Source: an optimization exercise on an open RTL-to-GDS flow (aim: small area, a short achievable clock period and few clock cycles). Production flows keep margins and buffers that such runs may drop.
No functional check of the RTL was part of any run shown here.
Power and IR drop assume default switching activity.

--- flow/run.sh ---
#!/bin/bash
# synth_recipe.tcl (not shown) runs the flow's synth.tcl, then flattens the netlist and writes it again
# the make line also repeats each setting of config.mk as NAME=value (left out here)
make -C /OpenROAD-flow-scripts/flow DESIGN_CONFIG=/design/flow/config.mk WORK_HOME=/design/flow/orfs CLKGATE_MAP_FILE= SYNTH_SCRIPT=/design/flow/synth_recipe.tcl finish
--- flow/config.mk ---
export PLATFORM = sky130hd
export DESIGN_NAME = friet_stream_top
export DESIGN_NICKNAME = friet_stream_top
export VERILOG_FILES = /design/flow/design.v
export SDC_FILE = /design/flow/constraint.sdc
export NUM_CORES = 4
export LEC_CHECK = 0
export CAP_MARGIN = 20
export CORE_MARGIN = 2
export CORE_UTILIZATION = 40
export CTS_BUF_LIST = sky130_fd_sc_hd__clkbuf_4 sky130_fd_sc_hd__clkbuf_8
export SETUP_SLACK_MARGIN = 3.3
export SLEW_MARGIN = 20
--- flow/constraint.sdc ---
create_clock -name core_clock -period 6.0 [get_ports {clk}]
set_input_delay 1.2000 -clock core_clock [delete_from_list [all_inputs] [get_ports {clk}]]
set_output_delay 1.2000 -clock core_clock [all_outputs]
set_load 0.01 [all_outputs]
--- flow/design.v ---
`default_nettype none
package friet_pkg;
    parameter int block_width = 128;
    parameter int lane_width = 32;
    typedef logic [block_width-1:0] block_t;
    typedef enum logic [3:0] {
        inst_load_key = 4'd1,
        inst_encrypt  = 4'd2,
        inst_decrypt  = 4'd3,
        inst_tag      = 4'd4,
        inst_verify   = 4'd5
    } inst_t;
    typedef enum logic [1:0] {
        core_load    = 2'd0,
        core_encrypt = 2'd1,
        core_decrypt = 2'd2,
        core_squeeze = 2'd3
    } core_oper_t;
    parameter logic [2:0] verdict_fixed_bits = 3'b111;
endpackage
`default_nettype wire
`timescale 1ns/10ps
`default_nettype none
module friet_stream_top #(
    parameter int DIN_DOUT_WIDTH = 32
) (
    input  wire                        clk,
    input  wire                        reg_compare_tag_rst,
    input  wire friet_pkg::inst_t      inst,
    input  wire                        inst_valid,
    output logic                       inst_ready,
    input  wire [DIN_DOUT_WIDTH-1:0]   din,
    input  wire                        din_last,
    input  wire                        din_valid,
    output logic                       din_ready,
    output logic [DIN_DOUT_WIDTH-1:0]  dout,
    output logic                       dout_last,
    output logic                       dout_valid,
    input  wire                        dout_ready
);
    localparam int W = DIN_DOUT_WIDTH;
    logic [W-1:0] lane [0:3];
    logic [3:0] p, p_n;          
    logic [3:0] rsel, rsel_n;    
    logic [1:0] wcnt, wcnt_n;
    logic zero, zero_n;          
    logic op_ld, op_en, op_de, op_tg, op_vf;
    logic ld_n, en_n, de_n, tg_n, vf_n;
    logic vpend, vpend_n;
    logic diff;
    logic dmask, dmask_n;        
    logic [W-1:0] rd;
    logic [W-1:0] x;
    logic [W-1:0] wdata;
    logic step;
    logic fin;
    logic blk_end;
    logic wr;
    always_comb begin
        rd = '0;
        for (int i = 0; i < 4; i++) begin
            rd = rd | (lane[i] & {W{rsel[i]}});
        end
    end
    assign x = rd ^ (din & {W{dmask}});
    assign wdata = din ^ (rd & {W{op_en}});
    assign din_ready = op_ld | (op_vf & ~vpend) | ((op_en | op_de) & ~vpend & dout_ready);
    assign step = op_tg ? (~vpend & dout_ready) : (din_valid & din_ready);
    assign blk_end = step & (wcnt == 2'd3);
    assign fin = op_tg ? blk_end : (step & din_last);
    assign inst_ready = ~(op_ld | op_en | op_de | op_tg | op_vf) | fin;
    assign wr = op_ld | op_en | op_de;
    assign dout_valid = vpend | op_tg | ((op_en | op_de) & din_valid);
    assign dout_last = vpend | (op_tg & (wcnt == 2'd3)) | ((op_en | op_de) & din_last);
    assign dout = {x[W-1:4], x[3:1] | {3{vpend}}, x[0] | (vpend & diff)};
    always_comb begin
        ld_n = op_ld;
        en_n = op_en;
        de_n = op_de;
        tg_n = op_tg;
        vf_n = op_vf;
        if (inst_valid && inst_ready) begin
            ld_n = (inst == friet_pkg::inst_load_key);
            en_n = (inst == friet_pkg::inst_encrypt);
            de_n = (inst == friet_pkg::inst_decrypt);
            tg_n = (inst == friet_pkg::inst_tag);
            vf_n = (inst == friet_pkg::inst_verify);
        end else if (fin) begin
            ld_n = 1'b0;
            en_n = 1'b0;
            de_n = 1'b0;
            tg_n = 1'b0;
            vf_n = 1'b0;
        end
        p_n = p;
        wcnt_n = wcnt;
        zero_n = zero;
        if (step) begin
            wcnt_n = wcnt + 2'd1;
            if (blk_end && (op_en || op_de)) p_n = {p[1:0], p[3:2]};
            else p_n = {p[2:0], p[3]};
            if (blk_end && wr) zero_n = 1'b0;
        end
        vpend_n = vpend;
        if (step && op_vf && wcnt == 2'd3) vpend_n = 1'b1;
        else if (dout_ready) vpend_n = 1'b0;
        if (reg_compare_tag_rst) begin
            ld_n = 1'b0;
            en_n = 1'b0;
            de_n = 1'b0;
            tg_n = 1'b0;
            vf_n = 1'b0;
            p_n = 4'b0001;
            wcnt_n = 2'd0;
            zero_n = 1'b1;
            vpend_n = 1'b0;
        end
        rsel_n = p_n & {4{~(zero_n | vpend_n)}};
        dmask_n = (en_n | de_n | vf_n) & ~vpend_n;
    end
    always_ff @(posedge clk) begin
        op_ld <= ld_n;
        op_en <= en_n;
        op_de <= de_n;
        op_tg <= tg_n;
        op_vf <= vf_n;
        p <= p_n;
        wcnt <= wcnt_n;
        zero <= zero_n;
        vpend <= vpend_n;
        rsel <= rsel_n;
        dmask <= dmask_n;
    end
    always_ff @(posedge clk) begin
        if (step && op_vf) begin
            diff <= ((wcnt != 2'd0) & diff) | (|x);
        end
    end
    always_ff @(posedge clk) begin
        for (int i = 0; i < 4; i++) begin
            if (step && wr && p[i]) lane[i] <= wdata;
        end
    end
endmodule
`default_nettype wire
==> results.py, run 1 <==
metrics = {
    "status": {
        "outcome": "timing/DRC/antenna clean",
    },
    "layout": {
        "nets": 734,
        "n_fill_cell": 1201,
        "drive_above_1_share_pct": 54.4,
        "final_cell_mix": "129 x edfxtp_1, 90 x buf_4, 47 x a22oi_2",
        "antenna_cells": 0,
        "layout_commonest_cell": "edfxtp_1",
        "area_growth_pct": 52.8,
    },
    "detailed_routing": {
        "drt-pass1-iter-count": 4,
        "wirelength_um": 17500,
        "ant_nets": 0,
        "drc_errors": 0,
        "wl_per_cell_um": 19.1,
        "first_iter_violations": 382,
        "via_per_inst": 5.14,
        "vias": 4721,
    },
    "synth": {
        "synth_fp_nets": 541,
        "synth-seq-cells": 147,
        "synth_edf_count": 129,
        "yosys_warnings": 2,
        "avgSynthCellArea_um2": 12.9,
        "async_flop_share_pct": 0,
        "synth_ff_type": "edfxtp_1",
        "synthDistinctLibCells": 49,
        "syn_area_um2": 6430,
        "synth_cells": 497,
        "seq_area_frac_synth_pct": 65.8,
    },
    "global_route": {
        "grt_max_degree": 33,
        "antenna_found_initial": 0,
        "overflow": 0,
        "grt_pass1_vias": 4566,
        "track_usage_pct": 20.5,
        "grt_pass1_wl_um": 25400,
    },
    "place": {
        "gp_congestion": 0.825,
        "port_buffers": 77,
        "hpwl_um": 8650,
    },
    "clock_tree": {
        "insertion_delay_ns": 0.44,
        "numCtsBuffers": 17,
        "cts_root_buf": "clkbuf_8",
        "path_clk_slew_ns": 0.07,
        "clock_sinks": 147,
        "cts_tree": "done",
        "htreeDepth": 4,
        "cts.path.max_buffers": 2,
    },
    "worst_setup_path": {
        "r2r_setup_slack_ns": 3.31,
        "required_ns": 4.80,
        "reg2reg_depth": 13,
        "r2r_end": "diff",
        "crit_type": "in -> out",
        "critPathMaxFanout": 3,
        "crit_start": "dout_ready",
        "worst_ep_arrival_time_ns": 2.10,
        "startpoint_type": "input port",
        "r2r_start": "rsel[0]",
        "endpoint_kind": "primary output",
    },
    "sta": {
        "setup_viol": 0,
        "hold_viol": 0,
        "fin_skew_ns": 0.0104,
        "hold_slack_ns": 0.542,
        "drv_slew": 0,
        "grt_setup_unrepaired": "yes",
        "min_period_ns": 3.30,
        "relSlewSlack_pct": 60.5,
        "max_freq_ghz": 0.303,
        "setup_tns_ns": 0,
        "max_slew.worst_pin.slew_ns": 0.591,
        "fin_crit_sh_pct": 55.0,
    },
    "die": {
        "fp.dieH_um": 131,
        "die-area_um2": 17100,
        "die_x_um": 131,
        "ios": 78,
        "coreArea_um2": 15800,
        "rows": 46,
        "initial_utilization_pct": 40.8,
    },
    "worst_hold_path": {
        "holdPathEnd": "zero",
        "hp-class": "reg -> reg",
        "hold-path-cell-count": 3,
        "min_from": "zero",
    },
    "pwr": {
        "p_leak_nw": 3.98,
        "pwr_density_cell_nw_per_um2": 215,
        "vdd_drop_max_uv": 124,
    },
    "job": {
        "drv_cap": 0,
    },
}
through the flow:
step	setup WS, ns	instance area (µm²)	total power, mW	util, %	std cells
3_5_place_dp	1.44	7620	1.28	48.3	768
3_3_place_gp	1.47	7620	1.28	48.3	768
4_1_cts	2.71	9250	2.11	58.6	884
6_report	2.70	9820	2.11	62.3	918
5_1_grt	2.65	9820	2.17	62.3	918
2_1_floorplan	2.81	6700	1.20	-	497
metal layers:
layer,part of all wire [%],vias to the layer above,global-route usage (%)
li1,-,2232,-
met1,44,2346,26.4
met2,50,128,35.0
met3,5.1,15,4.48
met4,0.98,0,5.94
met5,0,-,0
timing repair:
action / 4_1_cts / 5_1_grt
hold endpoints to repair: 0 / 0
pin swaps: 57 / 53
cloned: 2 / 2
endpoints found under the setup margin: 168 / 37
setup buffers: 83 / 32
hold buffers: 0 / 0
gates resized for setup: 484 / 70
critical path, cell delays in order:
cell and delay (ns):
buf_8 0.08, o21ai_4 0.05, a2111o_1 0.42, nand2_4 0.09, a21o_1 0.13, buf_2 0.13
report_power, final:
group	internal, mW	total (mW)	leakage [nW]	switching, mW
Sequential	1.11	1.12	1.31	0.00430
Clock	0.448	0.794	0.204	0.346
Combinational	0.107	0.198	2.47	0.0912
Total	1.67	2.11	3.98	0.442
cells in the mapped netlist (4+ instances only):
cell type	instances	area [µm²]
a22oi_1	61	458
buf_2	8	40.0
nor3_1	5	25.0
and3_1	4	25.0
dfxtp_1	18	360
edfxtp_1	129	3870
o21ai_0	4	20.0
nor4_1	5	31.3
inv_1	8	30.0
buf_4	5	37.5
xor2_1	4	35.0
nand3_1	7	35.0
clkbuf_1	7	26.3
a32o_1	4	40.0
xnor2_1	61	534
nor2_1	10	37.5
nand2_1	106	398
a21oi_1	9	45.0
registers in the layout (all words and copies together), names as in the netlist:
| register | count |
|---|---|
| op_en | 1 |
| zero | 1 |
| diff | 1 |
| p | 4 |
| op_ld | 1 |
| dmask | 1 |
| op_tg | 1 |
| op_vf | 1 |
| wcnt | 2 |
| lane | 128 |
| rsel | 4 |
| vpend | 1 |
| op_de | 1 |
worst max path at each step:
stage / endpoint / cells past startpoint
finish: inst_ready / 6
global route: inst_ready / 6
CTS: inst_ready / 6
detailed placement: inst_ready / 6
global placement: inst_ready / 6
floorplan: inst_ready / 4
kinds of logic (layout without fill, tap and decap cells):
logic type	after synthesis	in the layout	share of synthesized area [%]
mux	2	2	0.331
fa+ha+maj	2	2	0.389
buf+inv	32	237	2.67
compound gates	91	91	10.9
simple gates	158	158	11.1
flops	147	147	65.8
xor+xnor	65	65	8.85
cell type report:
class	count	area [µm²]	share of cell area [%]
repair buffers	198	1920	19.6
clock inverters	13	165	1.68
well taps	216	270	2.75
multi-input cells	318	2940	29.9
flip-flops and latches	147	4250	43.3
clock buffers	18	241	2.46
inverters	8	30.0	0.306
==> run 2, diff against run 1 <==
==> flow/flow/run.sh (new file) <==
#!/bin/bash
# Standard layout, with plain buffers (not delay cells) on the ports.
set -euo pipefail
bash standard.sh "BUFFER_PORTS_ARGS=-buffer_cell sky130_fd_sc_hd__buf_2" finish > standard.log 2>&1
==> flow/standard.sh (new file) <==
#!/bin/bash
# synth_recipe.tcl (not shown) runs the flow's synth.tcl, then flattens the netlist and writes it again
# the make line also repeats each setting of config.mk as NAME=value (left out here)
make -C /OpenROAD-flow-scripts/flow DESIGN_CONFIG=/design/flow/config.mk WORK_HOME=/design/flow/orfs CLKGATE_MAP_FILE= SYNTH_SCRIPT=/design/flow/synth_recipe.tcl "${@:-finish}"
removed: flow/run.sh
==> results.py, run 2 <==
metrics = {
    "clock_tree": {
        "path_clk_slew_ns": 0.07,
        "insertion_delay_ns": 0.44,
        "cts_tree": "done",
        "clock_sinks": 147,
        "hold_buffers": 0,
        "numCtsBuffers": 17,
        "htreeDepth": 4,
        "cts_root_buf": "clkbuf_8",
        "cts.path.max_buffers": 2,
    },
    "worst_setup_path": {
        "endpoint_kind": "primary output",
        "startpoint_type": "input port",
        "crit_type": "in -> out",
        "r2r_end": "diff",
        "r2r_start": "rsel[2]",
        "reg2reg_depth": 13,
        "r2r_setup_slack_ns": 3.23,
        "required_ns": 4.80,
        "worst_ep_arrival_time_ns": 2.09,
        "critPathMaxFanout": 3,
    },
    "synth": {
        "synth_area_leader_cell": "edfxtp_1",
        "syn_area_um2": 6430,
        "synth_cells": 497,
        "yosys-top-cells-count": "129 x edfxtp_1, 106 x nand2_1, 61 x a22oi_1, 61 x xnor2_1, 18 x dfxtp_1",
        "async_flop_share_pct": 0,
        "synthDistinctLibCells": 49,
        "yosys_warnings": 2,
        "synth_ff_type": "edfxtp_1",
        "synth_most_common_cell": "edfxtp_1",
        "synth_fp_nets": 541,
        "avgSynthCellArea_um2": 12.9,
        "synth_edf_count": 129,
        "synth-seq-cells": 147,
        "seq_area_frac_synth_pct": 65.8,
        "yosys-top-cells-area": "edfxtp_1 60%, xnor2_1 8.3%, a22oi_1 7.1%, nand2_1 6.2%, dfxtp_1 5.6%",
        "synth_top_area_share_pct": 60.2,
    },
    "layout": {
        "final_cell_mix": "129 x edfxtp_1, 76 x buf_4, 47 x nand2_1",
        "ff_latch_area_um2": 4250,
        "multi_input_area_um2": 2880,
        "nets": 720,
        "antenna_cells": 0,
        "stdcell_count": 905,
        "drive_above_1_share_pct": 54.3,
        "final_util_pct": 60.3,
        "layout_commonest_cell": "edfxtp_1",
        "n_fill_cell": 1246,
        "largest_reg_flops": 128,
        "largest_register": "lane",
        "area_growth_pct": 47.8,
        "reg.largest.list": "lane: 128 flops, p: 4 flops, rsel: 4 flops",
    },
    "global_route": {
        "grt_max_degree": 33,
        "track_usage_pct": 20.8,
        "busiest_layer": "met2",
        "overflow": 0,
        "use_met1_pct": 26.4,
        "grt_pass1_vias": 4741,
        "grt_use_met3_pct": 3.54,
        "antenna_found_initial": 0,
        "grt_pass1_wl_um": 25900,
        "grt_use_met2_pct": 35.3,
    },
    "worst_hold_path": {
        "min_from": "zero",
        "hp-class": "reg -> reg",
        "hold-path-cell-count": 3,
        "holdPathEnd": "zero",
    },
    "place": {
        "hpwl_um": 8890,
        "place_ws_ns": 2.27,
        "placed_cells": 768,
        "gp_congestion": 0.831,
        "port_buffers": 77,
    },
    "sta": {
        "relSlewSlack_pct": 51.4,
        "layout_setup_ws_ns": 2.71,
        "max_freq_ghz": 0.304,
        "setup_tns_ns": 0,
        "fin_crit_sh_pct": 54.9,
        "hold_slack_ns": 0.532,
        "fin_skew_ns": 0.00864,
        "drv_slew": 0,
        "max_slew.worst_pin.slew_ns": 0.723,
        "hold_viol": 0,
        "grt_setup_unrepaired": "yes",
        "setup_viol": 0,
        "min_period_ns": 3.29,
    },
    "status": {
        "outcome": "timing/DRC/antenna clean",
    },
    "detailed_routing": {
        "drt-pass1-iter-count": 5,
        "via_per_inst": 5.28,
        "vias": 4778,
        "drc_errors": 0,
        "first_iter_violations": 418,
        "wirelength_um": 17800,
        "wl_per_cell_um": 19.6,
        "ant_nets": 0,
    },
    "die": {
        "coreArea_um2": 15800,
        "initial_utilization_pct": 40.8,
        "die_x_um": 131,
        "ios": 78,
        "fp.dieH_um": 131,
        "die-area_um2": 17100,
        "rows": 46,
    },
    "pwr": {
        "p_sw_mw": 0.443,
        "power.internal_mw": 1.65,
        "pwr-share-comb_pct": 8.4,
        "pwr_density_cell_nw_per_um2": 220,
        "vdd_drop_max_uv": 134,
        "switching_share_pct": 21.2,
        "p_leak_nw": 3.75,
        "p_clk_share_pct": 38.2,
        "p_seq_share_pct": 53.4,
    },
    "job": {
        "drv_cap": 0,
    },
}
==> run 2: cells by family after synthesis <==
kind of cell    Yosys count  synth area share, %
mux                       2                0.331
compound gates           91                 10.9
flops                   147                 65.8
xor+xnor                 65                 8.85
fa+ha+maj                 2                0.389
simple gates            158                 11.1
buf+inv                  32                 2.67
==> run 2: how the worst max path moves through the flow <==
| stage | depth (start not counted) | from | to | slack [ns] |
|---|---|---|---|---|
| 3_3_place_gp | 6 | dout_ready | inst_ready | 2.34 |
| 2_1_floorplan | 4 | dout_ready | inst_ready | 2.81 |
| 4_1_cts | 6 | dout_ready | inst_ready | 2.71 |
| 3_5_place_dp | 6 | dout_ready | inst_ready | 2.27 |
| 6_report | 6 | dout_ready | inst_ready | 2.71 |
| 5_1_grt | 6 | dout_ready | inst_ready | 2.68 |
==> run 2: metrics by stage <==
| stage | cell area, µm² | total power, mW |
|---|---|---|
| finish | 9500 | 2.09 |
| global route | 9500 | 2.16 |
| CTS | 9100 | 2.10 |
| detailed placement | 7240 | 1.25 |
| global placement | 7240 | 1.25 |
| floorplan | 6700 | 1.20 |
==> run 2: layer usage <==
metal  wire length [µm]  part of all wire [%]  vias up
met2               8940                    50      148
met3                833                   4.7       24
li1                   -                     -     2196
met5                  0                     0        -
met4                396                   2.2        0
met1               7600                    43     2410
==> run 2: power by group through the flow <==
stage	Clock (mW)	Combinational, mW	Sequential, mW
after detailed placement	0	0.113	1.14
after global placement	0	0.110	1.14
after global routing	0.855	0.187	1.12
final	0.799	0.176	1.12
after floorplan	0	0.0643	1.14
after CTS	0.816	0.167	1.12
==> run 2: critical path: stages <==
cell and delay [ns]:
buf_8 0.10, and3b_2 0.22, a21oi_4 0.16, nand2_4 0.08, a21o_4 0.22, buf_6 0.11
==> run 2: area by class of cell <==
| class | count | area share [%] |
|---|---|---|
| flip-flops and latches | 147 | 44.8 |
| multi-input cells | 322 | 30.3 |
| repair buffers | 180 | 17.5 |
| well taps | 216 | 2.84 |
| clock buffers | 18 | 2.54 |
| clock inverters | 14 | 1.76 |
| inverters | 8 | 0.316 |
==> run 2: timing repair <==
action                     in CTS  in global routing
buffers inserted               79                 21
gates cloned                    1                  4
resized for setup             179                 53
pin swaps                      49                 46
setup endpoints to repair      37                165

==> afterwards: timing with drivers on the ports <==
Ports are ideal in the flow. The routed layouts listed here were re-timed in OpenROAD. Step 1 (the two cells are an assumption about what drives the block):
set clk [get_ports {clk}]
set_driving_cell -lib_cell sky130_fd_sc_hd__clkbuf_16 $clk
set_driving_cell -lib_cell sky130_fd_sc_hd__buf_2 [delete_from_list [all_inputs] $clk]
Step 2 times the ports against the registers' clock, not the clock port: input delays grow and output delays shrink by t, the midpoint of the rising clock arrivals with the driver on. a / b / c = ideal ports / drivers / drivers and shift; a / b = the first two.
run	shift t [ns]	setup slack, ns	worst setup path after step 2
run 1	0.467	2.701 / 2.648 / 2.648	input to output
run 2	0.473	2.705 / 2.667 / 2.667	input to output
After both steps setup and hold are still met in every run listed. For run 1, which loses most, drivers alone change the setup slack by -0.053 ns; drivers and shift together by -0.053 ns.
